From an optimization exercise on the open Yosys and OpenROAD flow, aimed at small area, a short achievable clock period and few clock cycles; shortcuts taken in it are not production practice.
At most, simulation tests tie the RTL to the original design; equivalence was not proved.
Function not checked in runs 1 and 2: the RTL went through the layout flow alone.
In runs 3 to 5 the design's own scripts or RTL, not TritonCTS, make the clock network.
The clock port is modelled as an ideal driver, which makes a skipped or thinned clock tree look cheaper than it is; a real chip needs a root buffer or a tree.
Power and IR drop assume default switching activity.

--- design/flow/design.v ---
package phdc_pkg;
  localparam int unsigned PosW  = 16;
  localparam int unsigned PosXW = PosW + 1;
  localparam logic [PosW-1:0] PosMax = '1;
  localparam int unsigned LenW = 15;
  localparam int unsigned WinW = 5;
  localparam int unsigned CrcW = 32;
  localparam logic [CrcW-1:0] CrcPoly = 32'hEDB8_8320;
  localparam logic [CrcW-1:0] CrcInit = 32'hFFFF_FFFF;
  localparam logic [7:0] FirstByteCrcMask = 8'hDF;
  localparam logic [PosXW-1:0] HdrCrcStart = 17'd7;
  localparam logic [PosXW-1:0] HdrEnd      = 17'd11;
  localparam logic [PosXW-1:0] CrcBytes    = 17'd4;
  localparam logic [WinW-1:0] WindowLimitRst  = 5'd31;
  localparam logic [LenW-1:0] PayloadLimitRst = 15'd512;
  typedef enum logic [0:0] {
    CfgWindowLimit  = 1'b0,
    CfgPayloadLimit = 1'b1
  } cfg_reg_e;
  typedef enum logic [2:0] {
    StOk           = 3'd0,
    StInconsistent = 3'd1,
    StNoHeader     = 3'd2,
    StType         = 3'd3,
    StWindow       = 3'd4,
    StLength       = 3'd5,
    StCrc          = 3'd6
  } status_e;
  typedef struct packed {
    status_e          status;
    logic [1:0]       pkt_type;
    logic             truncated;
    logic [WinW-1:0]  window;
    logic [LenW-1:0]  payload_length;
    logic [7:0]       seqnum;
    logic [31:0]      timestamp;
    logic [CrcW-1:0]  header_crc;
    logic [CrcW-1:0]  payload_crc;
    logic             payload_crc_checked;
  } res_t;
endpackage
import phdc_pkg::*;
module phdc_crc8 (
  input  logic [phdc_pkg::CrcW-1:0] crc_i,
  input  logic [7:0]                data_i,
  output logic [phdc_pkg::CrcW-1:0] crc_o
);
  always_comb begin
    logic [CrcW-1:0] c;
    c = crc_i ^ {{(CrcW-8){1'b0}}, data_i};
    for (int i = 0; i < 8; i++) begin
      c = (c >> 1) ^ (CrcPoly & {CrcW{c[0]}});
    end
    crc_o = c;
  end
endmodule
import phdc_pkg::*;
module phdc_parser (
  input  logic                      clk_i,
  input  logic                      rst_ni,
  input  logic                      step_i,
  input  logic                      idle_i,
  input  logic [7:0]                data_i,
  input  logic                      last_i,
  input  logic [phdc_pkg::WinW-1:0] window_limit_i,
  input  logic [phdc_pkg::LenW-1:0] payload_limit_i,
  output phdc_pkg::res_t            res_o
);
  localparam logic [1:0] PhHdr  = 2'd0;
  localparam logic [1:0] PhPay  = 2'd1;
  localparam logic [1:0] PhTail = 2'd2;
  localparam logic [1:0] PhPast = 2'd3;
  logic [1:0]      ph_q;
  logic [LenW-1:0] cnt_q;    
  logic [1:0]      bi_q;     
  logic            herr_q, perr_q;
  logic            l_q;
  logic [7:0]      b0_q, seq_q;
  logic [LenW-1:0] len_q;
  logic [31:0]     ts_q;
  logic [CrcW-1:0] hcrc_q;
  logic [CrcW-1:0] pc_q;     
  logic [2:0]      st_q;
  logic            chkd_q;
  logic            in_h, in_p, in_t;
  logic [3:0]      n;
  logic            p0, p1, p2l, pseq, pts, prx, pcrc, phc, hdr_last;
  logic [7:0]      dz, ref_b;
  logic            mism;
  logic [CrcW-1:0] crc_in, crc_upd;
  logic [7:0]      crc_data;
  logic            crc_en, bi_en, pc_clr;
  logic            plast, len_nz, chk;
  assign in_h = (ph_q == PhHdr);
  assign in_p = (ph_q == PhPay);
  assign in_t = (ph_q == PhTail);
  assign n    = cnt_q[3:0];
  assign p0       = in_h && (n == 4'd1);
  assign p1       = in_h && (n == 4'd2);
  assign p2l      = in_h && (n == 4'd3) && l_q;
  assign pseq     = in_h && (l_q ? (n == 4'd4) : (n == 4'd3));
  assign pts      = in_h && (l_q ? (n >= 4'd5 && n <= 4'd8) : (n >= 4'd4 && n <= 4'd7));
  assign prx      = in_h && (l_q ? (n >= 4'd9) : (n >= 4'd8));
  assign pcrc     = in_h && (l_q ? (n <= 4'd8) : (n <= 4'd7));
  assign phc      = in_h && (l_q ? (n == 4'd8) : (n == 4'd7));
  assign hdr_last = prx && (bi_q == 2'd3);
  assign ref_b = pc_q[8*(3-bi_q) +: 8];
  assign mism  = (data_i != ref_b);
  assign crc_in   = ~pc_q;
  assign crc_data = p0 ? (data_i & FirstByteCrcMask) : data_i;
  phdc_crc8 u_crc8 (
    .crc_i  (crc_in),
    .data_i (crc_data),
    .crc_o  (crc_upd)
  );
  assign crc_en = pcrc || in_p;
  assign bi_en  = pts || prx || in_t;
  assign plast  = (cnt_q == len_q);
  assign len_nz = (len_q != '0);
  assign chk    = len_nz && !b0_q[5];
  assign dz = p0 ? 8'h00 : data_i;
  logic nohdr, inc_a, typ0, winb, lenb, inc_b, herr_e, inc_c, perr_e;
  phdc_pkg::status_e status;
  assign nohdr  = in_h && (n <= 4'd6);
  assign inc_a  = in_h && (n <= 4'd10);
  assign typ0   = (b0_q[7:6] == 2'd0);
  assign winb   = (b0_q[4:0] > window_limit_i);
  assign lenb   = (len_q > payload_limit_i);
  assign inc_b  = in_h && (n == 4'd11) && l_q;
  assign herr_e = herr_q || (hdr_last && mism);
  assign inc_c  = (in_h && len_nz) || (in_p && (!plast || chk)) ||
                  (in_t && (bi_q != 2'd3));
  assign perr_e = perr_q || (in_t && mism);
  always_comb begin
    if (nohdr)                status = StNoHeader;
    else if (inc_a)           status = StInconsistent;
    else if (typ0)            status = StType;
    else if (winb)            status = StWindow;
    else if (lenb)            status = StLength;
    else if (inc_b)           status = StInconsistent;
    else if (herr_e)          status = StCrc;
    else if (inc_c)           status = StInconsistent;
    else if (chk && perr_e)   status = StCrc;
    else                      status = StOk;
  end
  logic checked;
  assign checked = chk && !(nohdr || inc_a || typ0 || winb || lenb || inc_b ||
                            herr_e || inc_c);
  always_ff @(posedge clk_i or negedge rst_ni) begin
    if (!rst_ni) begin
      ph_q  <= PhHdr;
      cnt_q <= 15'd1;
      bi_q  <= 2'd0;
    end else if (step_i) begin
      if (last_i) begin
        ph_q  <= PhHdr;
        cnt_q <= 15'd1;
        bi_q  <= 2'd0;
      end else begin
        if (bi_en) bi_q <= bi_q + 2'd1;
        if (hdr_last) begin
          cnt_q <= 15'd1;
        end else if (in_h || in_p) begin
          cnt_q <= cnt_q + 15'd1;
        end
        if (hdr_last) ph_q <= len_nz ? PhPay : PhPast;
        if (in_p && plast) ph_q <= chk ? PhTail : PhPast;
        if (in_t && bi_q == 2'd3) ph_q <= PhPast;
      end
    end
  end
  assign pc_clr = (idle_i && in_h && n == 4'd1) ||
                  (step_i && (hdr_last || (last_i && !checked)));
  always_ff @(posedge clk_i) begin
    if (pc_clr)                 pc_q <= '0;
    else if (step_i && crc_en)  pc_q <= ~crc_upd;
  end
  always_ff @(posedge clk_i) begin
    if (step_i) begin
      if (p0) b0_q <= data_i;
      if (p1) l_q <= data_i[7];
      if (p0 || p1) len_q[14:8] <= dz[7] ? dz[6:0] : 7'd0;
      if (p0 || p1 || p2l) len_q[7:0] <= (p1 && data_i[7]) ? 8'h00 : {dz[7] && !p1, dz[6:0]};
      if (p0 || pseq) seq_q <= dz;
      for (int b = 0; b < 4; b++) begin
        if (p0 || (pts && bi_q == 2'(b))) ts_q[8*b +: 8] <= dz;
      end
      if (p0 || phc) hcrc_q <= p0 ? 32'h0 : ~crc_upd;
      herr_q <= (!p0 && herr_q) || (prx && mism);
      perr_q <= (!p0 && perr_q) || (in_t && mism);
      if (last_i) begin
        st_q   <= status;
        chkd_q <= checked;
      end
    end
  end
  always_comb begin
    res_o.status              = phdc_pkg::status_e'(st_q);
    res_o.pkt_type            = b0_q[7:6];
    res_o.truncated           = b0_q[5];
    res_o.window              = b0_q[4:0];
    res_o.payload_length      = len_q;
    res_o.seqnum              = seq_q;
    res_o.timestamp           = ts_q;
    res_o.header_crc          = hcrc_q;
    res_o.payload_crc         = pc_q;
    res_o.payload_crc_checked = chkd_q;
  end
endmodule
import phdc_pkg::*;
module packet_header_decoder_crc32_top (
  input  logic                      clk_i,
  input  logic                      rst_ni,
  input  logic                      in_valid_i,
  output logic                      in_ready_o,
  input  logic [7:0]                data_byte_i,
  input  logic                      last_byte_i,
  output logic                      out_valid_o,
  input  logic                      out_ready_i,
  output logic [2:0]                status_o,
  output logic [1:0]                pkt_type_o,
  output logic                      truncated_o,
  output logic [phdc_pkg::WinW-1:0] window_o,
  output logic [phdc_pkg::LenW-1:0] payload_length_o,
  output logic [7:0]                seqnum_o,
  output logic [31:0]               timestamp_o,
  output logic [phdc_pkg::CrcW-1:0] header_crc_o,
  output logic [phdc_pkg::CrcW-1:0] payload_crc_o,
  output logic                      payload_crc_checked_o,
  input  logic                      cfg_valid_i,
  output logic                      cfg_ready_o,
  input  logic [0:0]                cfg_index_i,
  input  logic [phdc_pkg::LenW-1:0] cfg_data_i
);
  logic            in_valid_q;
  logic [7:0]      in_data_q;
  logic            in_last_q;
  logic            out_valid_q;
  phdc_pkg::res_t  res;
  logic [WinW-1:0] window_limit_q;
  logic [LenW-1:0] payload_limit_q;
  logic in_ready_q, out_valid_d;
  assign in_ready_o = in_ready_q;
  always_ff @(posedge clk_i or negedge rst_ni) begin
    if (!rst_ni) begin
      in_valid_q <= 1'b0;
      in_ready_q <= 1'b0;
    end else begin
      in_valid_q <= in_valid_i && in_ready_o;
      in_ready_q <= !out_valid_d && !(in_valid_i && in_ready_o && last_byte_i);
    end
  end
  always_ff @(posedge clk_i) begin
    in_data_q <= data_byte_i;
    in_last_q <= last_byte_i;
  end
  assign cfg_ready_o = 1'b1;
  always_ff @(posedge clk_i or negedge rst_ni) begin
    if (!rst_ni) begin
      window_limit_q  <= WindowLimitRst;
      payload_limit_q <= PayloadLimitRst;
    end else if (cfg_valid_i) begin
      unique case (cfg_index_i)
        CfgWindowLimit:  window_limit_q  <= cfg_data_i[WinW-1:0];
        CfgPayloadLimit: payload_limit_q <= cfg_data_i;
        default: ;
      endcase
    end
  end
  phdc_parser u_parser (
    .clk_i           (clk_i),
    .rst_ni          (rst_ni),
    .step_i          (in_valid_q),
    .idle_i          (!in_valid_q && !out_valid_q),
    .data_i          (in_data_q),
    .last_i          (in_last_q),
    .window_limit_i  (window_limit_q),
    .payload_limit_i (payload_limit_q),
    .res_o           (res)
  );
  assign out_valid_d = (in_valid_q && in_last_q) || (out_valid_q && !out_ready_i);
  always_ff @(posedge clk_i or negedge rst_ni) begin
    if (!rst_ni) begin
      out_valid_q <= 1'b0;
    end else begin
      out_valid_q <= out_valid_d;
    end
  end
  assign out_valid_o           = out_valid_q;
  assign status_o              = res.status;
  assign pkt_type_o            = res.pkt_type;
  assign truncated_o           = res.truncated;
  assign window_o              = res.window;
  assign payload_length_o      = res.payload_length;
  assign seqnum_o              = res.seqnum;
  assign timestamp_o           = res.timestamp;
  assign header_crc_o          = res.header_crc;
  assign payload_crc_o         = res.payload_crc;
  assign payload_crc_checked_o = res.payload_crc_checked;
endmodule
--- design/flow/flow/run.sh ---
#!/bin/bash
# Standard ORFS layout (standard.sh, with the standard synthesis), except:
#  - the port buffers are made from the smallest buffer cell;
#  - extra ORFS make variables for the layout steps from flow/make_vars.txt;
#  - after placement, flow/isolate_outputs.tcl gives the internal loads of
#    each output port's driver a buffer of their own, and moves each output
#    port's buffer next to its driver;
#  - flow/clock_tree.tcl builds the clock tree (one root buffer and a few
#    leaf buffers, each driving one cluster of flip-flops) in place of ORFS's
#    CTS step, then repairs timing as that step does; make then carries on
#    from its result with global routing.
# The clock period and constraints are the design's (constraint.sdc as given).
# Each tool run writes its full output to its own log in this folder.
set -euo pipefail
MARGIN=$(cat flow/setup_margin.txt)
EXTRA=""
if [[ -f flow/make_vars.txt ]]; then
  EXTRA="$(cat flow/make_vars.txt)"
fi
export BUFFER_PORTS_ARGS="-buffer_cell sky130_fd_sc_hd__buf_1"
sed -E "s/SETUP_SLACK_MARGIN=[^ ]+/SETUP_SLACK_MARGIN=${MARGIN} ${EXTRA}/" standard.sh > standard_tuned.sh
bash standard.sh synth > synth_make.log 2>&1
bash standard_tuned.sh place > place_make.log 2>&1
export RESULTS="$PWD/orfs/results/${FLOW_PLATFORM}/packet_header_decoder_crc32_top/base"
export PLATFORM_DIR="$FLOW_HOME/platforms/${FLOW_PLATFORM}"
export LIB_FILE="$PLATFORM_DIR/lib/sky130_fd_sc_hd__tt_025C_1v80.lib"
export ISO_BUFFER="sky130_fd_sc_hd__buf_1"
export MOVE_OUTBUF=1
export OUTBUF_CELL="$(cat flow/outbuf_cell.txt)"
export SETUP_MARGIN="$MARGIN"
export DONT_USE_CELLS="$(make -s -C "$FLOW_HOME" DESIGN_CONFIG="$PWD/config.mk" print-DONT_USE_CELLS 2> dont_use.log | sed -n 's/^DONT_USE_CELLS *[:=]* *//p')"
export NLEAF=$(cat flow/clock_leaves.txt)
export LEAF_BUF=sky130_fd_sc_hd__clkbuf_16
export ROOT_BUF=$(cat flow/clock_root.txt)
openroad -no_init -exit flow/isolate_outputs.tcl > isolate_outputs.log 2>&1
openroad -no_init -exit flow/clock_tree.tcl > clock_tree.log 2>&1
bash standard_tuned.sh > layout_make.log 2>&1
--- design/flow/flow/clock_leaves.txt ---
8
--- design/flow/flow/clock_root.txt ---
sky130_fd_sc_hd__clkbuf_8
--- design/flow/flow/clock_tree.tcl ---
# Clock tree in place of ORFS's CTS step: the clock port drives mid buffers,
# each driving two leaf buffers (or, with ROOT_BUF none, the leaf buffers
# directly); each leaf buffer drives one cluster of flip-flops, the
# clusters made by k-means on the flip-flops' placed positions.
read_db $::env(RESULTS)/3_place.odb
read_liberty $::env(LIB_FILE)
read_sdc $::env(RESULTS)/3_place.sdc
source $::env(PLATFORM_DIR)/setRC.tcl
set K $::env(NLEAF)
set LEAF $::env(LEAF_BUF)
set ROOTBUF $::env(ROOT_BUF)
set block [ord::get_db_block]
set dbu [$block getDbUnitsPerMicron]
set clk [lindex [all_clocks] 0]
set src [get_full_name [lindex [get_property $clk sources] 0]]
set net [$block findNet $src]
set pts {}
foreach it [$net getITerms] {
  if {![$it isInputSignal]} { continue }
  set inst [$it getInst]
  set bb [$inst getBBox]
  lappend pts [list [expr {([$bb xMin] + [$bb xMax]) / 2.0 / $dbu}] [expr {([$bb yMin] + [$bb yMax]) / 2.0 / $dbu}] "[$inst getName]/[[$it getMTerm] getName]"]
}
puts "clock sinks: [llength $pts]"
# k-means, deterministic start: points sorted by angle around the centroid
set cx 0; set cy 0
foreach p $pts { set cx [expr {$cx + [lindex $p 0]}]; set cy [expr {$cy + [lindex $p 1]}] }
set cx [expr {$cx / [llength $pts]}]; set cy [expr {$cy / [llength $pts]}]
set sorted [lsort -real -index 3 [lmap p $pts { list {*}$p [expr {atan2([lindex $p 1]-$cy, [lindex $p 0]-$cx)}] }]]
set cent {}
for {set k 0} {$k < $K} {incr k} {
  set p [lindex $sorted [expr {int(($k + 0.5) * [llength $sorted] / $K)}]]
  lappend cent [list [expr {($cx + [lindex $p 0]) / 2}] [expr {($cy + [lindex $p 1]) / 2}]]
}
set cap [expr {int(ceil(double([llength $pts]) / $K * 1.15))}]
for {set iter 0} {$iter < 30} {incr iter} {
  # balanced assignment: nearest centre with room, farthest points first
  set cnt [lrepeat $K 0]
  set asg {}
  set order {}
  foreach p $sorted {
    set best 1e9
    foreach c $cent { set d [expr {hypot([lindex $p 0]-[lindex $c 0], [lindex $p 1]-[lindex $c 1])}]; if {$d < $best} { set best $d } }
    lappend order [list $best $p]
  }
  foreach e [lsort -real -decreasing -index 0 $order] {
    set p [lindex $e 1]
    set bk -1; set bd 1e9
    for {set k 0} {$k < $K} {incr k} {
      if {[lindex $cnt $k] >= $cap} { continue }
      set c [lindex $cent $k]
      set d [expr {hypot([lindex $p 0]-[lindex $c 0], [lindex $p 1]-[lindex $c 1])}]
      if {$d < $bd} { set bd $d; set bk $k }
    }
    lset cnt $bk [expr {[lindex $cnt $bk] + 1}]
    lappend asg [list $bk $p]
  }
  set sx [lrepeat $K 0.0]; set sy [lrepeat $K 0.0]
  foreach a $asg {
    set k [lindex $a 0]; set p [lindex $a 1]
    lset sx $k [expr {[lindex $sx $k] + [lindex $p 0]}]
    lset sy $k [expr {[lindex $sy $k] + [lindex $p 1]}]
  }
  set cent {}
  for {set k 0} {$k < $K} {incr k} {
    lappend cent [list [expr {[lindex $sx $k] / max(1,[lindex $cnt $k])}] [expr {[lindex $sy $k] / max(1,[lindex $cnt $k])}]]
  }
}
puts "cluster sizes: $cnt"
set leaves {}
for {set k 0} {$k < $K} {incr k} {
  set pins {}
  foreach a $asg { if {[lindex $a 0] == $k} { lappend pins [get_pins [lindex [lindex $a 1] 2]] } }
  set c [lindex $cent $k]
  set b [insert_buffer -buffer_cell $LEAF -net $src -load_pins $pins -location [list [lindex $c 0] [lindex $c 1]] -buffer_name clkleaf_$k -net_name clknet_leaf_$k]
  lappend leaves [get_pins -of_objects $b -filter "direction==input"]
}
# mid level: the leaf buffers paired up (closest pairs), one mid buffer per
# pair, placed between its two leaves; the clock port drives the mid buffers
if {$ROOTBUF ne "none"} {
  set idx {}
  for {set k 0} {$k < $K} {incr k} { lappend idx $k }
  proc best_pairs {idx cent} {
    if {[llength $idx] == 0} { return [list 0.0 {}] }
    set a [lindex $idx 0]
    set best [list 1e18 {}]
    foreach b [lrange $idx 1 end] {
      set rest [lsearch -all -inline -not -exact [lrange $idx 1 end] $b]
      set sub [best_pairs $rest $cent]
      set ca [lindex $cent $a]; set cb [lindex $cent $b]
      set d [expr {hypot([lindex $ca 0]-[lindex $cb 0], [lindex $ca 1]-[lindex $cb 1]) + [lindex $sub 0]}]
      if {$d < [lindex $best 0]} { set best [list $d [concat [list [list $a $b]] [lindex $sub 1]]] }
    }
    return $best
  }
  set m 0
  foreach pr [lindex [best_pairs $idx $cent] 1] {
    set ca [lindex $cent [lindex $pr 0]]; set cb [lindex $cent [lindex $pr 1]]
    insert_buffer -buffer_cell $ROOTBUF -net $src -load_pins [list [lindex $leaves [lindex $pr 0]] [lindex $leaves [lindex $pr 1]]] -location [list [expr {([lindex $ca 0] + [lindex $cb 0]) / 2}] [expr {([lindex $ca 1] + [lindex $cb 1]) / 2}]] -buffer_name clkmid_$m -net_name clknet_mid_$m
    incr m
  }
}
foreach n [$block getNets] { if {[string match clknet_* [$n getName]]} { $n setSigType CLOCK } }
$net setSigType CLOCK
set_propagated_clock [all_clocks]
set_dont_use $::env(DONT_USE_CELLS)
# the rest as ORFS's cts.tcl does after its clock tree synthesis
estimate_parasitics -placement
detailed_placement
estimate_parasitics -placement
report_clock_skew
report_clock_latency
repair_timing -setup_margin $::env(SETUP_MARGIN) -hold_margin 0 -repair_tns 100 -verbose
detailed_placement
check_placement -verbose
estimate_parasitics -placement
report_clock_skew
report_checks -path_delay max -group_path_count 5 -format end
report_check_types -max_slew -max_capacitance
write_db $::env(RESULTS)/4_1_cts.odb
write_sdc $::env(RESULTS)/4_cts.sdc
--- design/flow/flow/isolate_outputs.tcl ---
# After placement: give each output port's driver net a separate buffer for
# its internal loads, so the register behind an output port drives only the
# port's own buffer and one more buffer; with MOVE_OUTBUF, also place the
# port's buffer next to that register (and make it OUTBUF_CELL, if set). Then
# legalize the placement again.
read_db $::env(RESULTS)/3_place.odb
read_liberty $::env(LIB_FILE)
read_sdc $::env(RESULTS)/3_place.sdc
source $::env(PLATFORM_DIR)/setRC.tcl
set n 0
set moved 0
foreach port [get_ports -filter "direction==output"] {
  set pnet [get_nets [get_full_name $port]]
  set drv [get_pins -of_objects $pnet -filter "direction==output"]
  if {[llength $drv] != 1} { continue }
  set obuf [get_cells -of_objects $drv]
  set in_pins [get_pins -of_objects $obuf -filter "direction==input"]
  if {[llength $in_pins] != 1} { continue }
  set n2 [get_nets -of_objects $in_pins]
  set loads {}
  foreach p [get_pins -of_objects $n2 -filter "direction==input"] {
    if {[get_full_name $p] ne [get_full_name $in_pins]} { lappend loads $p }
  }
  if {[llength $loads] > 0} {
    insert_buffer -buffer_cell $::env(ISO_BUFFER) -net $n2 -load_pins $loads
    incr n
  }
  # move the port's buffer next to the cell that drives it, so that the long
  # wire to the port is driven by the buffer rather than by that cell
  set drv2 [get_pins -of_objects $n2 -filter "direction==output"]
  if {$::env(MOVE_OUTBUF) && [llength $drv2] == 1} {
    set dinst [sta::sta_to_db_inst [get_cells -of_objects $drv2]]
    set binst [sta::sta_to_db_inst $obuf]
    if {$dinst ne "NULL" && $binst ne "NULL"} {
      set loc [$dinst getLocation]
      if {$::env(OUTBUF_CELL) ne ""} { replace_cell $obuf $::env(OUTBUF_CELL) }
      $binst setLocation [lindex $loc 0] [lindex $loc 1]
      $binst setPlacementStatus PLACED
      incr moved
    }
  }
}
puts "isolate_outputs: moved $moved port buffers" 
puts "isolate_outputs: inserted $n buffers"
detailed_placement
check_placement -verbose
estimate_parasitics -placement
report_worst_slack -max
write_db $::env(RESULTS)/3_place.odb
--- design/flow/flow/make_vars.txt ---
MATCH_CELL_FOOTPRINT=0
--- design/flow/flow/outbuf_cell.txt ---
sky130_fd_sc_hd__buf_2
--- design/flow/flow/setup_margin.txt ---
7.85
--- design/flow/standard.sh ---
#!/bin/bash
# synth_recipe.tcl (not shown) runs the flow's synth.tcl, then flattens the netlist and writes it again
# the make line also repeats each setting of config.mk as NAME=value (left out here)
make -C /OpenROAD-flow-scripts/flow DESIGN_CONFIG=/design/flow/config.mk WORK_HOME=/design/flow/orfs CLKGATE_MAP_FILE= SYNTH_SCRIPT=/design/flow/synth_recipe.tcl "${@:-finish}"
--- design/flow/config.mk ---
export PLATFORM = sky130hd
export DESIGN_NAME = packet_header_decoder_crc32_top
export DESIGN_NICKNAME = packet_header_decoder_crc32_top
export VERILOG_FILES = /design/flow/design.v
export SDC_FILE = /design/flow/constraint.sdc
export NUM_CORES = 4
export LEC_CHECK = 0
export CAP_MARGIN = 20
export CORE_MARGIN = 2
export CORE_UTILIZATION = 70
export CTS_BUF_LIST = sky130_fd_sc_hd__clkbuf_8
export SETUP_SLACK_MARGIN = 0.5
export SLEW_MARGIN = 20
--- design/flow/constraint.sdc ---
create_clock -name core_clock -period 11.0 [get_ports {clk_i}]
set_input_delay 2.2000 -clock core_clock [delete_from_list [all_inputs] [get_ports {clk_i}]]
set_output_delay 2.2000 -clock core_clock [all_outputs]
set_load 0.01 [all_outputs]
==> flow_summary.toml, run 1 <==
[status]
status = "no timing/DRC/antenna violations"

[synthesis]
synth_edf_count = 102
synth_cell_type_count = 54
synthFlopType = "edfxtp_1"
syn_area_sq_um = 8750
yosysSeqAreaShare_pct = 56.5
synthArstFlopShare_pct = 22.7
syn_inst = 742
synth-seq-cells = 185
synthesis.nets = 801
syn_avg_cell_area_sq_um = 11.8
ys_warn_count = 3

[final_layout]
nFillCells = 679
instances_no_fill = 1124
area_growth_pct = 16.9
fin_nets = 1017
final_cell_mix = "132 x buf_2, 102 x edfxtp_1, 85 x buf_1"
drive_gt1_share_pct = 21.9
final_core_util_pct = 84.5
final_common_cell = "buf_2"
diodes = 0
postLayoutCellArea_sq_um = 10200

[timing]
hold_ws_ns = 0.519
rsz0062_at_grt = "yes"
slew_headroom_pct = 31.1
clock.fmax_ghz = 0.318
timing.final.crit_share_pct = 28.6
tightest_slew_ns = 1.03
min_period_ns = 3.14
final.setup.tns_ns = 0
fin_skew_ns = 0.0315
hold_viol_final = 0
setup_viol = 0
finalMaxSlewViolations = 0

[power_and_ir_drop]
p_switching_mw = 1.14
comb_power_share_pct = 50.4
ir_drop_mv = 0.282
power.density_nw_per_um2 = 278
p_int_mw = 1.70
seqPwrFrac_pct = 37.0
power_leakage_nw = 4.22
switching_share_pct = 40.2
pwr-share-clk_pct = 12.7

[setup_path]
critPathLaunchType = "flop"
r2r_end = "u_parser.pc_q[9]"
crit_end = "payload_length_o[3]"
critPathKind = "reg -> out"
critical-path-top-delay-family = "flip-flops"
critPathMaxStageDelay_ns = 0.43
r2r-start = "u_parser.cnt_q[0]"
worstPathRequired_ns = 8.80
worstPathArrival_ns = 0.94
path_depth = 1
crit_slowest_cell = "edfxtp_1"
ff2ff_path_depth = 8
startpoint = "u_parser.len_q[3]"
path_buf_inv = 1
worstPathMaxFanout = 2
worstPathCellList = "buf_2"
rrSetupSlack_ns = 7.93
end_kind = "output pin"

[floorplanning]
fp.dieH_microns = 116
die_x_microns = 116
num_io_pins = 164
fp-row-count = 40
initial_core_util_pct = 72.3
die-area_sq_um = 13400
core_sq_um = 12100

[placed_design]
placedCellCount = 1047
gp_congestion = 0.938
port_buffers = 162
place_area_sq_um = 9500
dp_hpwl_microns = 15800

[global_route]
grt_first_pass_wirelength_microns = 39600
grt_pass1_vias = 6862
grt_start_max_net_pins = 48
antenna_found_initial = 1
grt_use_total_pct = 38.7
overflow = 0

[detailed_routing]
via_count = 6917
dr.pass1.iters = 7
drc_errors = 0
wl_per_cell_microns = 23.0
drtIter0Drc = 875
antenna_left = 0
routed_wl_microns = 25900
viasPerCell = 6.15

[clock_network]
clk_latency_ns = 0.31
clk_pin_slew_ns = 0.10

[run]
drv_cap = 0

[hold_path]
hold_path_class = "reg -> reg"
[logic make-up after synthesis]
kind of cell	synth area share (%)
adder cells (fa/ha/maj)	4.15
other	0.0428
multiplexers	4.47
AND/OR/NAND/NOR	12.4
XOR/XNOR	11.6
AO/OA/AOI/OAI	8.02
buffers and inverters	2.84
flip-flops	56.5
[per-stage QoR]
| step | power [mW] | setup slack (ns) |
|---|---|---|
| global route | 2.97 | 7.82 |
| finish | 2.84 | 7.86 |
| global placement | 2.30 | 7.69 |
| floorplan | 2.00 | 7.93 |
| detailed placement | 2.33 | 7.45 |
[routing by layer]
metal / up-vias / global-route usage (%) / share of wire, %
li1: 3006 / - / -
met3: 102 / 11.0 / 13
met5: - / 0 / 0.043
met1: 3287 / 52.5 / 37
met2: 520 / 61.3 / 46
met4: 2 / 12.3 / 4.0
[power by group through the flow]
stage / registers, mW / logic [mW] / clock network (mW)
final: 1.05 / 1.43 / 0.360
after global routing: 1.06 / 1.53 / 0.381
after detailed placement: 1.11 / 1.22 / 0
after global placement: 1.10 / 1.19 / 0
after floorplan: 1.11 / 0.888 / 0
[Yosys cell counts (3+ instances only)]
master	instances	area [sq um]
o21ai_0	17	85.1
edfxtp_1	102	3060
dfrtp_1	35	876
xor2_2	3	48.8
nand2_1	64	240
xnor2_2	3	48.8
mux4_2	8	180
xor2_4	3	82.6
a31oi_1	3	18.8
nand4_1	9	56.3
buf_2	6	30.0
nor2b_1	13	81.3
xnor2_1	59	517
o31ai_1	4	30.0
inv_1	33	124
nand3_1	11	55.1
dfstp_2	7	184
nor3_1	6	30.0
and3_1	11	68.8
xor2_1	36	315
dfxtp_1	41	821
nor2_1	63	236
a22o_1	3	26.3
a21o_1	10	75.1
and2_1	32	200
a211oi_1	18	135
mux2_2	17	191
clkbuf_1	20	75.1
a21oi_1	35	175
ha_1	29	363
nor4_1	9	56.3
[layout make-up]
cell class / instances / area (sq um) / area share [%]
sequential: 185 / 4940 / 48.3
clock buffer: 12 / 255 / 2.50
multi-input combinational: 495 / 3590 / 35.1
inverter: 33 / 124 / 1.21
timing repair buffer: 231 / 1110 / 10.8
tap: 168 / 210 / 2.06
[registers in the layout, indices dropped and copies added, names as in the netlist, 8 cells and up]
register         cells
in_data_q            8
u_parser.pc_q       32
u_parser.b0_q        8
u_parser.cnt_q      15
u_parser.len_q      15
u_parser.seq_q       8
u_parser.hcrc_q     32
payload_limit_q     15
u_parser.ts_q       32
[worst min-delay path by stage]
stage	from	end	slack, ns	depth (start not counted)
final	payload_limit_q[11]	payload_limit_q[11]	0.52	1
after global routing	payload_limit_q[2]	payload_limit_q[2]	0.54	1
after detailed placement	payload_limit_q[2]	payload_limit_q[2]	0.50	1
after global placement	u_parser.pc_q[4]	u_parser.pc_q[4]	0.49	2
after floorplan	window_limit_q[1]	window_limit_q[1]	0.48	2
==> inputs of run 2 (changes only) <==
--- a/design/flow/design.v
+++ b/design/flow/design.v
@@ -145,5 +145,7 @@
   end
-  logic checked;
-  assign checked = chk && !(nohdr || inc_a || typ0 || winb || lenb || inc_b ||
-                            herr_e || inc_c);
+  logic checked, ok_q;
+  assign checked = ok_q && ((in_t && bi_q == 2'd3) || (ph_q == PhPast));
+  always_ff @(posedge clk_i) begin
+    ok_q <= chk && !(typ0 || winb || lenb || herr_q);
+  end
   always_ff @(posedge clk_i or negedge rst_ni) begin
==> flow_summary.toml, run 2 <==
[setup_path]
critPathLaunchType = "flop"
crit_slowest_cell = "edfxtp_1"
end_kind = "output pin"
path_buf_inv = 1
critPathMaxStageDelay_ns = 0.45
worstPathRequired_ns = 8.80
critPathKind = "reg -> out"
critical-path-top-delay-family = "flip-flops"
worstPathArrival_ns = 0.93
worstPathCellList = "buf_2"
worstPathMaxFanout = 2

[floorplanning]
num_io_pins = 164
die-area_sq_um = 13600
fp-row-count = 41
die_x_microns = 117
core_sq_um = 12500
initial_core_util_pct = 71.1
fp.dieH_microns = 117

[final_layout]
area_growth_pct = 16.2
final_common_cell = "buf_2"
diodes = 0
top_regs = "u_parser.hcrc_q x32, u_parser.pc_q x32, u_parser.ts_q x32"
final_cell_mix = "134 x buf_2, 102 x edfxtp_1, 85 x buf_1"
fin_nets = 1013
drive_gt1_share_pct = 21.6

[power_and_ir_drop]
power_leakage_nw = 4.28
p_switching_mw = 1.09
p_int_mw = 1.69
ir_drop_mv = 0.239
pwr-share-clk_pct = 13.2
seqPwrFrac_pct = 37.6
p_total_mw = 2.78
comb_power_share_pct = 49.2
power.density_nw_per_um2 = 269
switching_share_pct = 39.3

[timing]
timing.final.crit_share_pct = 28.5
clock.fmax_ghz = 0.319
final.setup.tns_ns = 0
finalMaxSlewViolations = 0
tightest_slew_ns = 0.943
min_period_ns = 3.13
rsz0062_at_grt = "no"
hold_viol_final = 0
slew_headroom_pct = 37.1
setup_viol = 0
fin_skew_ns = 0.0223

[placed_design]
port_buffers = 162
gp_congestion = 0.963
dp_hpwl_microns = 15500

[synthesis]
syn_avg_cell_area_sq_um = 12.0
synthFlopType = "edfxtp_1"
synth_cell_type_count = 64
synth_common_cells = "102 x edfxtp_1, 69 x nor2_1, 55 x nand2_1, 55 x xnor2_1, 42 x dfxtp_1"
syn_inst = 743
synth-seq-cells = 186
synth_most_common_cell = "edfxtp_1"
synthArstFlopShare_pct = 22.6
yosysSeqAreaShare_pct = 55.8
synthesis.nets = 802
synthTopCellsByArea = "edfxtp_1 34%, dfrtp_1 9.8%, dfxtp_1 9.4%, xnor2_1 5.4%, ha_1 4.1%"
yosysTopAreaCell = "edfxtp_1"
ys_warn_count = 3
synth_edf_count = 102
syn_area_sq_um = 8900
yosysTopAreaCellShare_pct = 34.4

[clock_network]
clk_latency_ns = 0.31
clk_pin_slew_ns = 0.10

[detailed_routing]
routed_wl_microns = 25200
drtIter0Drc = 785
wl_per_cell_microns = 22.4
antenna_left = 0
viasPerCell = 6.06
drc_errors = 0
via_count = 6816
dr.pass1.iters = 7

[global_route]
antenna_found_initial = 0
grt_first_pass_wirelength_microns = 37700
grt_start_max_net_pins = 43
overflow = 0
grt_pass1_vias = 6469
grt_use_total_pct = 36.4

[run]
drv_cap = 0

[hold_path]
hold_path_class = "reg -> reg"

[status]
status = "no timing/DRC/antenna violations"
-- run 2: path summary, 6_finish.rpt --
check                      slack (ns)                  end                from  cells after the start
max                              7.87  payload_length_o[8]   u_parser.len_q[8]                      1
min                              0.52   payload_limit_q[6]  payload_limit_q[6]                      1
min reg2reg                      0.52   payload_limit_q[6]  payload_limit_q[6]                      1
max reg2reg                      8.08    u_parser.pc_q[25]   u_parser.cnt_q[0]                      8
min in group asynchronous        2.04     u_parser.bi_q[0]              rst_ni                      1
max in group asynchronous        8.38   payload_limit_q[2]              rst_ni                      1
-- run 2: power groups by stage --
stage	Sequential [mW]	Clock (mW)	Combinational [mW]
2_1_floorplan	1.11	0	0.868
3_3_place_gp	1.10	0	1.15
3_5_place_dp	1.11	0	1.18
5_1_grt	1.06	0.386	1.48
6_report	1.05	0.365	1.37
-- run 2: stage by stage --
| step | hold slack [ns] | std cells | util, % | cell area (sq um) | setup WS, ns |
|---|---|---|---|---|---|
| global placement | 0.485 | 1051 | 77.0 | 9640 | 7.79 |
| global route | 0.526 | 1124 | 82.6 | 10300 | 7.85 |
| floorplan | 0.453 | 743 | - | 8900 | 7.93 |
| finish | 0.519 | 1124 | 82.6 | 10300 | 7.87 |
| detailed placement | 0.492 | 1051 | 77.0 | 9640 | 7.72 |
-- run 2: layer usage --
layer  up-vias  GRT usage [%]  share of wire (%)
li1       3016              -                  -
met1      3285           50.0                 38
met2       438           57.3                 46
met3        77           10.9                 13
met4         0           9.65                3.4
met5         -              0                  0
-- run 2: cells by family after synthesis --
group	share of synthesized area (%)
fa+ha+maj	4.08
xor+xnor	12.5
simple gates	12.1
other cells	0.0421
flops	55.8
buf+inv	2.97
mux	4.57
compound gates	8.03
-- run 2: cell type report --
type	instances	area (sq um)
sequential	186	4960
clock buffer	12	255
tap	172	215
multi-input combinational	490	3700
inverter	39	146
fill	691	2170
timing repair buffer	225	1060
==> inputs of run 3 (changes only) <==
--- a/design/flow/design.v
+++ b/design/flow/design.v
@@ -97,10 +97,10 @@
   assign n    = cnt_q[3:0];
-  assign p0       = in_h && (n == 4'd1);
-  assign p1       = in_h && (n == 4'd2);
-  assign p2l      = in_h && (n == 4'd3) && l_q;
-  assign pseq     = in_h && (l_q ? (n == 4'd4) : (n == 4'd3));
-  assign pts      = in_h && (l_q ? (n >= 4'd5 && n <= 4'd8) : (n >= 4'd4 && n <= 4'd7));
-  assign prx      = in_h && (l_q ? (n >= 4'd9) : (n >= 4'd8));
-  assign pcrc     = in_h && (l_q ? (n <= 4'd8) : (n <= 4'd7));
-  assign phc      = in_h && (l_q ? (n == 4'd8) : (n == 4'd7));
+  assign p0       = in_h && (n == 4'd0);
+  assign p1       = in_h && (n == 4'd1);
+  assign p2l      = in_h && (n == 4'd2) && l_q;
+  assign pseq     = in_h && (l_q ? (n == 4'd3) : (n == 4'd2));
+  assign pts      = in_h && (l_q ? (n >= 4'd4 && n <= 4'd7) : (n >= 4'd3 && n <= 4'd6));
+  assign prx      = in_h && (l_q ? (n >= 4'd8) : (n >= 4'd7));
+  assign pcrc     = in_h && (l_q ? (n <= 4'd7) : (n <= 4'd6));
+  assign phc      = in_h && (l_q ? (n == 4'd7) : (n == 4'd6));
   assign hdr_last = prx && (bi_q == 2'd3);
@@ -123,4 +123,4 @@
   phdc_pkg::status_e status;
-  assign nohdr  = in_h && (n <= 4'd6);
-  assign inc_a  = in_h && (n <= 4'd10);
+  assign nohdr  = in_h && (n <= 4'd5);
+  assign inc_a  = in_h && (n <= 4'd9);
   assign typ0   = (b0_q[7:6] == 2'd0);
@@ -128,3 +128,3 @@
   assign lenb   = (len_q > payload_limit_i);
-  assign inc_b  = in_h && (n == 4'd11) && l_q;
+  assign inc_b  = in_h && (n == 4'd10) && l_q;
   assign herr_e = herr_q || (hdr_last && mism);
@@ -145,7 +145,5 @@
   end
-  logic checked, ok_q;
-  assign checked = ok_q && ((in_t && bi_q == 2'd3) || (ph_q == PhPast));
-  always_ff @(posedge clk_i) begin
-    ok_q <= chk && !(typ0 || winb || lenb || herr_q);
-  end
+  logic checked;
+  assign checked = chk && !(nohdr || inc_a || typ0 || winb || lenb || inc_b ||
+                            herr_e || inc_c);
   always_ff @(posedge clk_i or negedge rst_ni) begin
@@ -153,3 +151,3 @@
       ph_q  <= PhHdr;
-      cnt_q <= 15'd1;
+      cnt_q <= 15'd0;
       bi_q  <= 2'd0;
@@ -158,3 +156,3 @@
         ph_q  <= PhHdr;
-        cnt_q <= 15'd1;
+        cnt_q <= 15'd0;
         bi_q  <= 2'd0;
@@ -173,3 +171,3 @@
   end
-  assign pc_clr = (idle_i && in_h && n == 4'd1) ||
+  assign pc_clr = (idle_i && in_h && n == 4'd0) ||
                   (step_i && (hdr_last || (last_i && !checked)));
--- a/design/flow/flow/run.sh
+++ b/design/flow/flow/run.sh
@@ -5,6 +5,6 @@
 #  - after placement, flow/isolate_outputs.tcl gives the internal loads of
-#    each output port's driver a buffer of their own, and moves each output
-#    port's buffer next to its driver;
-#  - flow/clock_tree.tcl builds the clock tree (one root buffer and a few
-#    leaf buffers, each driving one cluster of flip-flops) in place of ORFS's
+#    each output port's driver a buffer of their own;
+#  - flow/clock_tree.tcl builds the clock tree (the clock port drives four
+#    mid inverters, each driving two leaf inverters, each leaf driving one
+#    cluster of flip-flops) in place of ORFS's
 #    CTS step, then repairs timing as that step does; make then carries on
@@ -26,5 +26,2 @@
 export LIB_FILE="$PLATFORM_DIR/lib/sky130_fd_sc_hd__tt_025C_1v80.lib"
-export ISO_BUFFER="sky130_fd_sc_hd__buf_1"
-export MOVE_OUTBUF=1
-export OUTBUF_CELL="$(cat flow/outbuf_cell.txt)"
 export SETUP_MARGIN="$MARGIN"
@@ -32,4 +29,8 @@
 export NLEAF=$(cat flow/clock_leaves.txt)
-export LEAF_BUF=sky130_fd_sc_hd__clkbuf_16
+export LEAF_BUF=$(cat flow/clock_leaf.txt)
+export MID_FANOUT=2
 export ROOT_BUF=$(cat flow/clock_root.txt)
+export ISO_BUFFER="sky130_fd_sc_hd__buf_1"
+export MOVE_OUTBUF=0
+export OUTBUF_CELL=""
 openroad -no_init -exit flow/isolate_outputs.tcl > isolate_outputs.log 2>&1
==> design/flow/flow/clock_leaf.txt (new file) <==
sky130_fd_sc_hd__clkinv_8
==> design/flow/flow/clock_root.txt (replaced) <==
sky130_fd_sc_hd__clkinv_8
--- a/design/flow/flow/clock_tree.tcl
+++ b/design/flow/flow/clock_tree.tcl
@@ -1,4 +1,3 @@
-# Clock tree in place of ORFS's CTS step: the clock port drives mid buffers,
-# each driving two leaf buffers (or, with ROOT_BUF none, the leaf buffers
-# directly); each leaf buffer drives one cluster of flip-flops, the
+# Clock tree in place of ORFS's CTS step: the clock port drives mid cells
+# (ROOT_BUF), each driving one or two leaf cells (LEAF_BUF); each leaf buffer drives one cluster of flip-flops, the
 # clusters made by k-means on the flip-flops' placed positions.
@@ -69,35 +68,80 @@
 puts "cluster sizes: $cnt"
+# cells and nets are made directly in the database, so that inverters can
+# serve as well as buffers (two inverting levels keep the clock's polarity)
+set db [ord::get_db]
+proc out_mterm {master} {
+  foreach mt [$master getMTerms] {
+    if {[$mt getSigType] eq "SIGNAL" && [$mt getIoType] eq "OUTPUT"} { return [$mt getName] }
+  }
+}
+proc add_cell {master_name name x y} {
+  global block db dbu
+  set master [$db findMaster $master_name]
+  set inst [odb::dbInst_create $block $master $name]
+  $inst setLocation [expr {int($x * $dbu)}] [expr {int($y * $dbu)}]
+  $inst setPlacementStatus PLACED
+  return $inst
+}
+proc add_net {name} {
+  global block
+  set n [odb::dbNet_create $block $name]
+  $n setSigType CLOCK
+  return $n
+}
 set leaves {}
 for {set k 0} {$k < $K} {incr k} {
-  set pins {}
-  foreach a $asg { if {[lindex $a 0] == $k} { lappend pins [get_pins [lindex [lindex $a 1] 2]] } }
   set c [lindex $cent $k]
-  set b [insert_buffer -buffer_cell $LEAF -net $src -load_pins $pins -location [list [lindex $c 0] [lindex $c 1]] -buffer_name clkleaf_$k -net_name clknet_leaf_$k]
-  lappend leaves [get_pins -of_objects $b -filter "direction==input"]
+  set inst [add_cell $LEAF clkleaf_$k [lindex $c 0] [lindex $c 1]]
+  set ln [add_net clknet_leaf_$k]
+  [$inst findITerm [out_mterm [$inst getMaster]]] connect $ln
+  foreach a $asg {
+    if {[lindex $a 0] != $k} { continue }
+    set pin [lindex [lindex $a 1] 2]
+    set slash [string last / $pin]
+    set it [[$block findInst [string range $pin 0 [expr {$slash - 1}]]] findITerm [string range $pin [expr {$slash + 1}] end]]
+    $it disconnect
+    $it connect $ln
+  }
+  lappend leaves $inst
 }
-# mid level: the leaf buffers paired up (closest pairs), one mid buffer per
-# pair, placed between its two leaves; the clock port drives the mid buffers
-if {$ROOTBUF ne "none"} {
-  set idx {}
-  for {set k 0} {$k < $K} {incr k} { lappend idx $k }
-  proc best_pairs {idx cent} {
-    if {[llength $idx] == 0} { return [list 0.0 {}] }
-    set a [lindex $idx 0]
-    set best [list 1e18 {}]
-    foreach b [lrange $idx 1 end] {
-      set rest [lsearch -all -inline -not -exact [lrange $idx 1 end] $b]
-      set sub [best_pairs $rest $cent]
-      set ca [lindex $cent $a]; set cb [lindex $cent $b]
-      set d [expr {hypot([lindex $ca 0]-[lindex $cb 0], [lindex $ca 1]-[lindex $cb 1]) + [lindex $sub 0]}]
-      if {$d < [lindex $best 0]} { set best [list $d [concat [list [list $a $b]] [lindex $sub 1]]] }
-    }
-    return $best
+# mid level: the leaves in closest pairs (or singly, with MID_FANOUT 1), one
+# mid cell per group, placed between its leaves; the clock port drives the
+# mid cells
+proc best_pairs {idx cent} {
+  if {[llength $idx] == 0} { return [list 0.0 {}] }
+  set a [lindex $idx 0]
+  set best [list 1e18 {}]
+  foreach b [lrange $idx 1 end] {
+    set rest [lsearch -all -inline -not -exact [lrange $idx 1 end] $b]
+    set sub [best_pairs $rest $cent]
+    set ca [lindex $cent $a]; set cb [lindex $cent $b]
+    set d [expr {hypot([lindex $ca 0]-[lindex $cb 0], [lindex $ca 1]-[lindex $cb 1]) + [lindex $sub 0]}]
+    if {$d < [lindex $best 0]} { set best [list $d [concat [list [list $a $b]] [lindex $sub 1]]] }
   }
-  set m 0
-  foreach pr [lindex [best_pairs $idx $cent] 1] {
-    set ca [lindex $cent [lindex $pr 0]]; set cb [lindex $cent [lindex $pr 1]]
-    insert_buffer -buffer_cell $ROOTBUF -net $src -load_pins [list [lindex $leaves [lindex $pr 0]] [lindex $leaves [lindex $pr 1]]] -location [list [expr {([lindex $ca 0] + [lindex $cb 0]) / 2}] [expr {([lindex $ca 1] + [lindex $cb 1]) / 2}]] -buffer_name clkmid_$m -net_name clknet_mid_$m
-    incr m
+  return $best
+}
+set idx {}
+for {set k 0} {$k < $K} {incr k} { lappend idx $k }
+if {$::env(MID_FANOUT) == 2} {
+  set groups [lindex [best_pairs $idx $cent] 1]
+} else {
+  set groups [lmap k $idx { list $k }]
+}
+set m 0
+foreach g $groups {
+  set x 0; set y 0
+  foreach k $g { set x [expr {$x + [lindex [lindex $cent $k] 0]}]; set y [expr {$y + [lindex [lindex $cent $k] 1]}] }
+  set x [expr {$x / [llength $g]}]; set y [expr {$y / [llength $g]}]
+  if {[llength $g] == 1} {
+    # next to its leaf, towards the middle of the core
+    set x [expr {$x + 0.3 * ($cx - $x)}]; set y [expr {$y + 0.3 * ($cy - $y)}]
   }
+  set inst [add_cell $ROOTBUF clkmid_$m $x $y]
+  set mn [add_net clknet_mid_$m]
+  [$inst findITerm [out_mterm [$inst getMaster]]] connect $mn
+  [$inst findITerm A] connect $net
+  foreach k $g { [[lindex $leaves $k] findITerm A] connect $mn }
+  incr m
 }
+global_connect
 foreach n [$block getNets] { if {[string match clknet_* [$n getName]]} { $n setSigType CLOCK } }
==> design/flow/flow/make_vars.txt (replaced) <==

==> design/flow/flow/setup_margin.txt (replaced) <==
8.1
removed: design/flow/flow/outbuf_cell.txt
==> flow_summary.toml, run 3 <==
[status]
status = "no timing/DRC/antenna violations"

[power_and_ir_drop]
pwr-share-clk_pct = 9.3
power.density_nw_per_um2 = 285
p_int_mw = 1.65
ir_drop_mv = 0.232
comb_power_share_pct = 52.3
switching_share_pct = 43.1
p_switching_mw = 1.25
seqPwrFrac_pct = 38.4
p_total_mw = 2.91
power_leakage_nw = 4.02

[final_layout]
drive_gt1_share_pct = 16.8
instances_no_fill = 1131
final_cell_mix = "155 x buf_1, 107 x nor2_1, 102 x edfxtp_1"
area_growth_pct = 15.2
top_regs = "u_parser.hcrc_q x32, u_parser.pc_q x32, u_parser.ts_q x32"
postLayoutCellArea_sq_um = 10200
final_common_cell = "buf_1"
fin_nets = 1019
diodes = 0

[global_route]
grt_use_total_pct = 31.5
grt_pass1_vias = 6427
grt_start_max_net_pins = 43
antenna_found_initial = 0
overflow = 0
grt_first_pass_wirelength_microns = 33400

[detailed_routing]
drtIter0Drc = 840
antenna_left = 0
via_count = 6810
viasPerCell = 6.02
dr.pass1.iters = 5
routed_wl_microns = 22500
wl_per_cell_microns = 19.9
drc_errors = 0

[floorplanning]
num_io_pins = 164
core_sq_um = 12500
die_x_microns = 117
fp-row-count = 41
die-area_sq_um = 13600
initial_core_util_pct = 70.9
fp.dieH_microns = 117

[synthesis]
synth_common_cells = "107 x nor2_1, 102 x edfxtp_1, 49 x xnor2_1, 41 x dfxtp_1, 41 x inv_1"
synth-seq-cells = 185
synth_edf_count = 102
synth_cell_type_count = 61
syn_inst = 748
syn_area_sq_um = 8870
yosysSeqAreaShare_pct = 55.7
synthTopCellsByArea = "edfxtp_1 35%, dfrtp_1 10%, dfxtp_1 9.3%, xnor2_1 4.8%, nor2_1 4.5%"
synthFlopType = "edfxtp_1"
synthesis.nets = 806
ys_warn_count = 3
yosysTopAreaCell = "edfxtp_1"
synth_most_common_cell = "nor2_1"
syn_avg_cell_area_sq_um = 11.9
synthArstFlopShare_pct = 22.7
yosysTopAreaCellShare_pct = 34.5

[clock_network]
clk_pin_slew_ns = 0.09
clk_latency_ns = 0.16

[timing]
final.setup.tns_ns = 0
hold_viol_final = 0
timing.final.crit_share_pct = 27.2
tightest_slew_ns = 0.881
clock.fmax_ghz = 0.334
hold_ws_ns = 0.492
rsz0062_at_grt = "yes"
finalMaxSlewViolations = 0
fin_skew_ns = 0.0325
min_period_ns = 3.00
setup_viol = 0
slew_headroom_pct = 41.3

[placed_design]
port_buffers = 162
dp_hpwl_microns = 14700
placedCellCount = 1050
gp_congestion = 0.939
place_area_sq_um = 9570

[setup_path]
worstPathArrival_ns = 0.80
r2r_end = "u_parser.pc_q[8]"
end_kind = "output pin"
ff2ff_path_depth = 8
worstPathRequired_ns = 8.80
rrSetupSlack_ns = 8.16
critPathLaunchType = "flop"
worstPathMaxFanout = 2
critPathMaxStageDelay_ns = 0.47
critPathKind = "reg -> out"
crit_slowest_cell = "edfxtp_1"
path_depth = 1
worstPathCellList = "clkbuf_2"
r2r-start = "u_parser.len_q[6]"
critical-path-top-delay-family = "flip-flops"
path_buf_inv = 1

[hold_path]
worst_hold_path.endpoint = "u_parser.b0_q[5]"
whs_path_depth = 0
hold_path_class = "reg -> reg"
hold_start = "in_data_q[5]"

[run]
drv_cap = 0
run 3: per-layer routing:
layer  vias up  wire length (microns)  part of all wire, %  GRT usage [%]
met3        64                   2090                  9.3           5.45
met1      3295                   9010                   40           45.0
met5         -                      0                    0              0
li1       3050                      -                    -              -
met2       401                  10700                   48           50.4
met4         0                    686                  3.1           9.25
run 3: logic make-up after synthesis:
| family | count (synthesis) | share of synthesized area (%) |
|---|---|---|
| AOI/OAI and AO/OA | 113 | 8.20 |
| xor gates and xnor gates | 102 | 12.7 |
| adders and majority gates | 28 | 3.95 |
| buffers and inverters | 74 | 3.56 |
| DFF | 185 | 55.7 |
| muxes | 26 | 4.32 |
| other | 1 | 0.0423 |
| and+or+nand+nor | 219 | 11.5 |
run 3: how the worst max path moves through the flow:
stage | start | to | slack, ns
after floorplan | cfg_valid_i | window_limit_q[0] | 8.12
after global placement | cfg_valid_i | window_limit_q[0] | 7.79
after detailed placement | u_parser.cnt_q[0] | u_parser.ts_q[1] | 7.70
after global routing | u_parser.len_q[5] | payload_length_o[5] | 7.98
final | u_parser.len_q[5] | payload_length_o[5] | 8.00
run 3: final cells by class:
class | count | area, sq um
Inverter | 53 | 349
Timing Repair Buffer | 230 | 993
Fill cell | 758 | 2300
Multi-Input combinational cell | 491 | 3710
Tap cell | 172 | 215
Sequential cell | 185 | 4950
run 3: per-stage QoR:
stage	worst slack, ns	util (%)
6_report	8.00	81.6
5_1_grt	7.98	81.6
3_5_place_dp	7.70	76.5
3_3_place_gp	7.79	76.4
2_1_floorplan	8.12	-
run 3: power by group through the flow:
stage	sequential (mW)	combinational, mW	clock (mW)
2_1_floorplan	1.16	1.03	0
3_5_place_dp	1.17	1.36	0
6_report	1.12	1.52	0.271
3_3_place_gp	1.16	1.32	0
5_1_grt	1.13	1.65	0.298
Testbench counts of run 3, summed over its fixed seeds: cycles 160,438.
==> inputs of run 4 (changes only) <==
--- a/design/flow/flow/run.sh
+++ b/design/flow/flow/run.sh
@@ -4,4 +4,2 @@
 #  - extra ORFS make variables for the layout steps from flow/make_vars.txt;
-#  - after placement, flow/isolate_outputs.tcl gives the internal loads of
-#    each output port's driver a buffer of their own;
 #  - flow/clock_tree.tcl builds the clock tree (the clock port drives four
@@ -32,6 +30,2 @@
 export ROOT_BUF=$(cat flow/clock_root.txt)
-export ISO_BUFFER="sky130_fd_sc_hd__buf_1"
-export MOVE_OUTBUF=0
-export OUTBUF_CELL=""
-openroad -no_init -exit flow/isolate_outputs.tcl > isolate_outputs.log 2>&1
 openroad -no_init -exit flow/clock_tree.tcl > clock_tree.log 2>&1
==> design/flow/flow/make_vars.txt (replaced) <==
MATCH_CELL_FOOTPRINT=0
removed: design/flow/flow/isolate_outputs.tcl
==> flow_summary.toml, run 4 <==
[status]
status = "no timing/DRC/antenna violations"

[run]
drv_cap = 0

[floorplanning]
num_io_pins = 164
die_x_microns = 117
fp.dieH_microns = 117
die-area_sq_um = 13600
core_sq_um = 12500
initial_core_util_pct = 70.9
fp-row-count = 41

[timing]
min_period_ns = 3.02
hold_viol_final = 0
setup_viol = 0
fin_skew_ns = 0.0316
clock.fmax_ghz = 0.332
timing.final.crit_share_pct = 27.4
hold_ws_ns = 0.506
rsz0062_at_grt = "yes"
tightest_slew_ns = 0.830
slew_headroom_pct = 44.5
finalMaxSlewViolations = 0
final.setup.tns_ns = 0

[placed_design]
gp_congestion = 0.925
place_area_sq_um = 9570
port_buffers = 162
dp_hpwl_microns = 14800

[setup_path]
ff2ff_path_depth = 8
critical-path-top-delay-family = "flip-flops"
worstPathCellList = "clkbuf_2"
r2r-start = "u_parser.len_q[8]"
critPathMaxStageDelay_ns = 0.48
worstPathArrival_ns = 0.82
worstPathRequired_ns = 8.80
critPathKind = "reg -> out"
end_kind = "output pin"
path_buf_inv = 1
rrSetupSlack_ns = 8.12
crit_slowest_cell = "edfxtp_1"
critPathLaunchType = "flop"
r2r_end = "u_parser.pc_q[9]"
worstPathMaxFanout = 2

[global_route]
grt_pass1_vias = 6176
grt_start_max_net_pins = 43
overflow = 0
antenna_found_initial = 0
grt_first_pass_wirelength_microns = 33400
grt_use_total_pct = 31.7

[synthesis]
syn_avg_cell_area_sq_um = 11.9
synthFlopType = "edfxtp_1"
synth_edf_count = 102
synthArstFlopShare_pct = 22.7
yosysTopAreaCell = "edfxtp_1"
synth_cell_type_count = 61
synth-seq-cells = 185
yosysTopAreaCellShare_pct = 34.5
synthesis.nets = 806
synth_common_cells = "107 x nor2_1, 102 x edfxtp_1, 49 x xnor2_1, 41 x dfxtp_1, 41 x inv_1"
synthTopCellsByArea = "edfxtp_1 35%, dfrtp_1 10%, dfxtp_1 9.3%, xnor2_1 4.8%, nor2_1 4.5%"
syn_inst = 748
yosysSeqAreaShare_pct = 55.7
synth_most_common_cell = "nor2_1"
ys_warn_count = 3
syn_area_sq_um = 8870

[hold_path]
worst_hold_path.endpoint = "u_parser.b0_q[5]"
hold_path_class = "reg -> reg"
hold_start = "in_data_q[5]"
whs_path_depth = 0

[power_and_ir_drop]
power_leakage_nw = 4.18
ir_drop_mv = 0.239
p_total_mw = 2.96
power.density_nw_per_um2 = 286

[detailed_routing]
antenna_left = 0
drc_errors = 0
routed_wl_microns = 22900
dr.pass1.iters = 5
viasPerCell = 6.08
via_count = 6699
drtIter0Drc = 726
wl_per_cell_microns = 20.8

[final_layout]
final_common_cell = "nor2_1"
final_cell_mix = "107 x nor2_1, 102 x edfxtp_1, 78 x clkbuf_2"
area_growth_pct = 16.7
nFillCells = 746
top_regs = "u_parser.hcrc_q x32, u_parser.pc_q x32, u_parser.ts_q x32"
fin_nets = 989
postLayoutCellArea_sq_um = 10300
drive_gt1_share_pct = 25.7
diodes = 0

[clock_network]
clk_latency_ns = 0.17
clk_pin_slew_ns = 0.10
run 4: cell count changes in the layout (fill, tap and decap cells not counted), sizes merged:
cell	previous run	this run
buf	169	121
clkbuf	61	79
nand2	30	29
nor2b	5	6
run 4: logic make-up after synthesis:
| logic type | share of synthesized area (%) |
|---|---|
| other cells | 0.0423 |
| mux | 4.32 |
| fa+ha+maj | 3.95 |
| flops | 55.7 |
| compound gates | 8.20 |
| xor+xnor | 12.7 |
| buf+inv | 3.56 |
| simple gates | 11.5 |
run 4: worst max-delay path by stage:
stage	startpoint	endpoint	slack, ns	cells after the start
3_5_place_dp	u_parser.cnt_q[0]	u_parser.ts_q[25]	7.72	6
5_1_grt	u_parser.len_q[5]	payload_length_o[5]	7.98	1
2_1_floorplan	cfg_valid_i	window_limit_q[0]	8.12	3
6_report	u_parser.len_q[5]	payload_length_o[5]	7.98	1
3_3_place_gp	cfg_valid_i	window_limit_q[0]	7.79	3
run 4: metrics by stage:
stage / instances / worst slack, ns / utilization, %
floorplan: 748 / 8.12 / -
global placement: 1051 / 7.79 / 76.5
detailed placement: 1051 / 7.72 / 76.5
global route: 1101 / 7.98 / 82.7
finish: 1101 / 7.98 / 82.7
run 4: per-layer routing:
layer	wire length, microns	global-route usage, %	vias up
met5	0	0	-
met4	713	7.69	0
met3	2070	4.31	66
met2	11100	52.3	379
met1	9050	45.4	3260
li1	-	-	2994
run 4: area by class of cell:
| cell class | instances | area [sq um] | area share [%] |
|---|---|---|---|
| inverters | 53 | 349 | 3.37 |
| repair buffers | 200 | 1050 | 10.1 |
| well taps | 172 | 215 | 2.08 |
| multi-input cells | 491 | 3700 | 35.7 |
| flip-flops and latches | 185 | 5040 | 48.7 |
run 4: report_power, final:
group          internal, mW  leakage, nW  switching, mW
clock network        0.0496       0.0827          0.228
logic                 0.636         2.29          0.879
registers              1.01         1.81          0.158
==> inputs of run 5 (changes only) <==
==> design/flow/flow/make_vars.txt (replaced) <==

==> design/flow/flow/setup_margin.txt (replaced) <==
7.9
==> flow_summary.toml, run 5 <==
[detailed_routing]
drtIter0Drc = 692
dr.pass1.iters = 5
viasPerCell = 5.90
wl_per_cell_microns = 19.3
via_count = 6303
drc_errors = 0
routed_wl_microns = 20600
antenna_left = 0

[synthesis]
synthArstFlopShare_pct = 22.7
synth_cell_type_count = 61
synthesis.nets = 806
synth_most_common_cell = "nor2_1"
synthTopCellsByArea = "edfxtp_1 35%, dfrtp_1 10%, dfxtp_1 9.3%, xnor2_1 4.8%, nor2_1 4.5%"
syn_inst = 748
ys_warn_count = 3
synth_common_cells = "107 x nor2_1, 102 x edfxtp_1, 49 x xnor2_1, 41 x dfxtp_1, 41 x inv_1"
synth_edf_count = 102
syn_area_sq_um = 8870
synthFlopType = "edfxtp_1"
yosysTopAreaCell = "edfxtp_1"
synth-seq-cells = 185
yosysSeqAreaShare_pct = 55.7
syn_avg_cell_area_sq_um = 11.9
yosysTopAreaCellShare_pct = 34.5

[setup_path]
critPathKind = "reg -> out"
crit_end = "payload_length_o[14]"
end_kind = "output pin"
critPathLaunchType = "flop"
r2r_end = "u_parser.pc_q[24]"
r2r-start = "u_parser.cnt_q[0]"
ff2ff_path_depth = 7
worstPathArrival_ns = 0.86
critPathMaxStageDelay_ns = 0.52
worstPathRequired_ns = 8.80
critical-path-top-delay-family = "flip-flops"
startpoint = "u_parser.len_q[14]"
worstPathCellList = "buf_1"
path_buf_inv = 1
worstPathMaxFanout = 4
path_depth = 1
rrSetupSlack_ns = 8.15
crit_slowest_cell = "edfxtp_1"

[power_and_ir_drop]
ir_drop_mv = 0.260
comb_power_share_pct = 49.3
p_total_mw = 2.82
p_switching_mw = 1.21
seqPwrFrac_pct = 41.1
pwr-share-clk_pct = 9.6
switching_share_pct = 42.8
p_int_mw = 1.62
power_leakage_nw = 3.72
power.density_nw_per_um2 = 287

[floorplanning]
num_io_pins = 164
core_sq_um = 12500
die-area_sq_um = 13600
initial_core_util_pct = 70.9
fp.dieH_microns = 117
fp-row-count = 41
die_x_microns = 117

[global_route]
grt_pass1_vias = 5816
grt_first_pass_wirelength_microns = 31100
antenna_found_initial = 0
overflow = 0
grt_use_total_pct = 29.5
grt_start_max_net_pins = 43

[placed_design]
gp_congestion = 0.898
port_buffers = 162
place_area_sq_um = 9570
dp_hpwl_microns = 14700
post-place-ws_ns = 7.72

[final_layout]
top_regs = "u_parser.hcrc_q x32, u_parser.pc_q x32, u_parser.ts_q x32"
final_cell_mix = "161 x buf_1, 107 x nor2_1, 102 x edfxtp_1"
final_common_cell = "buf_1"
diodes = 0
area_growth_pct = 10.9
fin_nets = 956
drive_gt1_share_pct = 9.71
postLayoutCellArea_sq_um = 9840

[timing]
clock.fmax_ghz = 0.327
slew_headroom_pct = 34.6
timing.final.crit_share_pct = 27.8
setup_viol = 0
min_period_ns = 3.06
finalMaxSlewViolations = 0
worst_slack_ns = 7.94
rsz0062_at_grt = "no"
hold_viol_final = 0
final.setup.tns_ns = 0
fin_skew_ns = 0.0287
tightest_slew_ns = 0.981

[run]
drv_cap = 0

[clock_network]
clk_latency_ns = 0.16
clk_pin_slew_ns = 0.10

[status]
status = "no timing/DRC/antenna violations"

[hold_path]
hold_path_class = "reg -> reg"
hold_start = "window_limit_q[3]"
==> run 5: how the worst min path moves through the flow <==
stage / endpoint / depth (start not counted)
after floorplan: u_parser.b0_q[7] / 0
after global placement: u_parser.b0_q[5] / 0
after detailed placement: u_parser.b0_q[5] / 0
after global routing: u_parser.b0_q[5] / 0
final: window_limit_q[3] / 2
==> run 5: per-layer routing <==
metal | track usage [%] | wire length [microns] | up-vias
met2 | 47.1 | 9550 | 332
met3 | 4.72 | 1820 | 42
met4 | 6.75 | 514 | 0
met1 | 43.4 | 8720 | 3026
met5 | 0 | 0 | -
li1 | - | - | 2903
==> run 5: metrics by stage <==
step	std cells	hold WS [ns]	utilization (%)
after floorplan	748	0.420	-
after global placement	1051	0.481	76.4
after detailed placement	1051	0.489	76.5
after global routing	1068	0.524	78.6
final	1068	0.508	78.6
==> run 5: cells by family after synthesis <==
| kind of cell | after synthesis | share of synthesized area [%] |
|---|---|---|
| buffers and inverters | 74 | 3.56 |
| adder cells (fa/ha/maj) | 28 | 3.95 |
| XOR/XNOR | 102 | 12.7 |
| AND/OR/NAND/NOR | 219 | 11.5 |
| other | 1 | 0.0423 |
| flip-flops | 185 | 55.7 |
| multiplexers | 26 | 4.32 |
| AO/OA/AOI/OAI | 113 | 8.20 |
==> run 5: area by class of cell <==
| class | instances | area [sq um] |
|---|---|---|
| multi-input combinational | 490 | 3680 |
| fill | 823 | 2680 |
| inverter | 53 | 349 |
| timing repair buffer | 168 | 654 |
| sequential | 185 | 4940 |
| tap | 172 | 215 |
==> run 5: power by group through the flow <==
stage | Sequential, mW | Combinational (mW) | Clock, mW
after global placement | 1.16 | 1.32 | 0
after floorplan | 1.16 | 1.03 | 0
after global routing | 1.18 | 1.54 | 0.297
final | 1.16 | 1.39 | 0.271
after detailed placement | 1.17 | 1.36 | 0

[port drivers added, routing unchanged]
Ports are ideal in the flow. The routed layouts listed here were re-timed in OpenROAD. Step 1 (the two cells are an assumption about what drives the block):
set clk [get_ports {clk_i}]
set_driving_cell -lib_cell sky130_fd_sc_hd__clkbuf_16 $clk
set_driving_cell -lib_cell sky130_fd_sc_hd__buf_2 [delete_from_list [all_inputs] $clk]
Step 2 also shifts input and output timing later by t, the mid clock arrival at the registers, as if the neighbouring blocks saw the same clock. Slacks: ideal / step 1 / step 2; pairs: ideal / step 1.
| run | shift t [ns] | setup slack, ns | clock arrival spread, ns | slew at the worst register clock pin (ns) | cell pins on the clock port's net |
|---|---|---|---|---|---|
| run 1 | 0.378 | 7.855 / 7.774 / 7.710 | 0.032 / 0.032 | 0.10 / 0.10 | 4 |
| run 2 | 0.369 | 7.866 / 7.794 / 7.711 | 0.023 / 0.022 | 0.10 / 0.10 | 4 |
| run 3 | 0.293 | 8.005 / 7.858 / 7.954 | 0.032 / 0.032 | 0.09 / 0.10 | 4 |
| run 4 | 0.302 | 7.984 / 7.832 / 7.907 | 0.031 / 0.032 | 0.10 / 0.10 | 4 |
| run 5 | 0.295 | 7.939 / 7.793 / 7.899 | 0.028 / 0.030 | 0.10 / 0.10 | 4 |
After both steps setup and hold are still met in every run listed. For run 2, which loses most, drivers alone change the setup slack by -0.072 ns; drivers and shift together by -0.155 ns.
